This design comes from an exercise in tuning for a short achievable clock period and few clock cycles on the open sky130 flow, not from production work.
RTL that was checked went through simulation tests only; none was proved equivalent to the original.

==> flow/design.v (excerpt) <==
module muldiv_sequencer #(
  parameter int unsigned MUL_LATENCY = 3,
  parameter int unsigned XLEN        = 32
) (
  input  logic            clk,
  input  logic            rst_n,
  input  logic            start,
  input  logic [2:0]      funct3,
  input  logic [XLEN-1:0] rs1_val,
  input  logic [XLEN-1:0] rs2_val,
  input  logic            kill,
  output logic            stall,
  output logic            busy,
  output logic            done,
  output logic [XLEN-1:0] result
);
  function logic [5:0] clz32(input logic [31:0] x);
    integer k;
    begin
      clz32 = 6'd32;
      for (k = 0; k < 32; k = k + 1)
        if (x[k]) clz32 = 31 - k;
    end
  endfunction
  function logic lowmask32(input logic [31:0] x);
    logic [31:0] sm;
    integer k;
    begin
      sm[31] = x[31];
      for (k = 30; k >= 0; k = k - 1)
        sm[k] = sm[k+1] | x[k];
      lowmask32 = (sm == x);
    end
  endfunction
  logic        busy_q;
  logic [31:0] held_q;
  logic        mul_q;
  logic [1:0]  op_q;
  logic        dz_q;
  logic        qneg_q, rneg_q;
  logic [31:0] a_q;
  ...
For scale: roughly 520 flip-flops, about 110 I/O pins, about 90000 µm² of cells after synthesis.
Settings: LEC_CHECK=0, CAP_MARGIN=20, CORE_MARGIN=2, CORE_UTILIZATION=40, SETUP_SLACK_MARGIN=5, SLEW_MARGIN=20, TNS_END_PERCENT=100; clock period 12.0 ns.
run.sh (not shown) runs the stock make flow with config.mk's settings and CLKGATE_MAP_FILE= SYNTH_SCRIPT=/design/flow/synth_recipe.tcl, a recipe that flattens the netlist after the stock synthesis.
The first run completed with no timing, DRC or antenna violations.
==> next run, changes <==
--- a/flow/design.v
+++ b/flow/design.v
@@ -181,23 +181,23 @@
   logic [4*64-1:0] mrow_q;
   logic        accept;
   logic        a_sext, b_sext;
   logic [18*64-1:0] pp_rows;
   logic [12*64-1:0] r12;
   logic [8*64-1:0]  r8;
   logic [6*64-1:0]  r6;
   logic [4*64-1:0]  r4;
   logic        sgn, an, bn, dz;
   logic [31:0] abs_a, abs_b;
   logic [5:0]  za, zb;
-  logic signed [7:0] nq;
+  logic [6:0]  zb7, za7;
   logic [2:0]  cnt0;
   logic [31:0] rem0;
   logic [32:0] win0;
   logic [33:0] m3_0;
   logic [34:0] m5_0, m7_0;
   assign accept = start & ~kill & ~busy_q;
   assign a_sext = (funct3[1:0] != 2'b11);
   assign b_sext = ~funct3[1];
   muldiv_mul_pp u_pp (
     .a_i    ({a_sext & rs1_val[31], rs1_val}),
     .b_i    ({b_sext & rs2_val[31], rs2_val}),
@@ -207,30 +207,31 @@
   muldiv_csa #(.N(12)) u_csa2 (.rows_i(r12),     .rows_o(r8));
   muldiv_csa #(.N(8))  u_csa3 (.rows_i(r8),      .rows_o(r6));
   muldiv_csa #(.N(6))  u_csa4 (.rows_i(r6),      .rows_o(r4));
   assign sgn   = ~funct3[0];
   assign an    = sgn & rs1_val[31];
   assign bn    = sgn & rs2_val[31];
   assign dz    = (rs2_val == 32'd0);
   assign abs_a = an ? (~rs1_val + 32'd1) : rs1_val;
   assign abs_b = bn ? (~rs2_val + 32'd1) : rs2_val;
   assign za    = an ? (clz32(~rs1_val) - {5'd0, lowmask32(~rs1_val)}) : clz32(rs1_val);
   assign zb    = bn ? (clz32(~rs2_val) - {5'd0, lowmask32(~rs2_val)}) : clz32(rs2_val);
-  assign nq    = $signed({2'b00, zb}) - $signed({2'b00, za}) + 8'sd1;
+  assign zb7   = {1'b0, zb};
+  assign za7   = {1'b0, za};
   always_comb begin
-    if      (nq <= 8'sd3)  cnt0 = 3'd0;
-    else if (nq <= 8'sd9)  cnt0 = 3'd1;
-    else if (nq <= 8'sd15) cnt0 = 3'd2;
-    else if (nq <= 8'sd21) cnt0 = 3'd3;
-    else if (nq <= 8'sd27) cnt0 = 3'd4;
-    else                   cnt0 = 3'd5;
+    if      (zb7 <= za7 + 7'd2)  cnt0 = 3'd0;
+    else if (zb7 <= za7 + 7'd8)  cnt0 = 3'd1;
+    else if (zb7 <= za7 + 7'd14) cnt0 = 3'd2;
+    else if (zb7 <= za7 + 7'd20) cnt0 = 3'd3;
+    else if (zb7 <= za7 + 7'd26) cnt0 = 3'd4;
+    else                         cnt0 = 3'd5;
   end
   always_comb begin
     case (cnt0)
       3'd0:    begin rem0 = {3'd0,  abs_a[31:3]};  win0 = {abs_a[2:0],  30'd0}; end
       3'd1:    begin rem0 = {9'd0,  abs_a[31:9]};  win0 = {abs_a[8:0],  24'd0}; end
       3'd2:    begin rem0 = {15'd0, abs_a[31:15]}; win0 = {abs_a[14:0], 18'd0}; end
       3'd3:    begin rem0 = {21'd0, abs_a[31:21]}; win0 = {abs_a[20:0], 12'd0}; end
       3'd4:    begin rem0 = {27'd0, abs_a[31:27]}; win0 = {abs_a[26:0], 6'd0};  end
       default: begin rem0 = 32'd0;                 win0 = {1'b0, abs_a};        end
     endcase
   end
The changed run finished clean.
Clock skew falls by 0.025 ns.
Final cell count rises by 1.3%.
Worst hold slack loses 0.0036 ns.
Count of clock-buffer cells in the layout rises by 13.
Global-route usage rises by 1.7 points.
Worst setup slack loses 0.14 ns.
Maximum frequency falls by about 1.6%.
Routed wire length rises by about 4%.
Testbench counts after the change, summed over its fixed seeds: cycles 5,663.
Only the layout flow was run in the first run of this note; the RTL was not checked for function there.

afterwards: timing with drivers on the ports:
The results above use ideal ports. As a check the final layouts listed here were re-extracted and re-timed, cells and wires unchanged.
Step 1 sets driving cells, clkbuf_16 on the clock port and buf_2 on the other inputs (assumed; they add their load-dependent delay and slew).
Step 2 times the ports against the registers' clock, not the clock port: input delays grow and output delays shrink by t, the midpoint of the rising clock arrivals with the driver on.
Three values: ideal ports, drivers, drivers and shift; two values: the first two.
run	t, ns	setup WS [ns]	hold WS [ns]	worst data-port slew with drivers (ns)	pins driven straight from the clock port
the first run	0.821	3.566 / 3.464 / 3.654	0.432 / 0.432 / 0.432	0.25	1
the second run	0.848	3.430 / 3.354 / 3.048	0.429 / 0.429 / 0.429	0.20	1
After both steps every run listed still meets setup and hold. The setup slack of the second run, which loses most, moves by -0.076 ns with the drivers and by -0.382 ns with both steps.
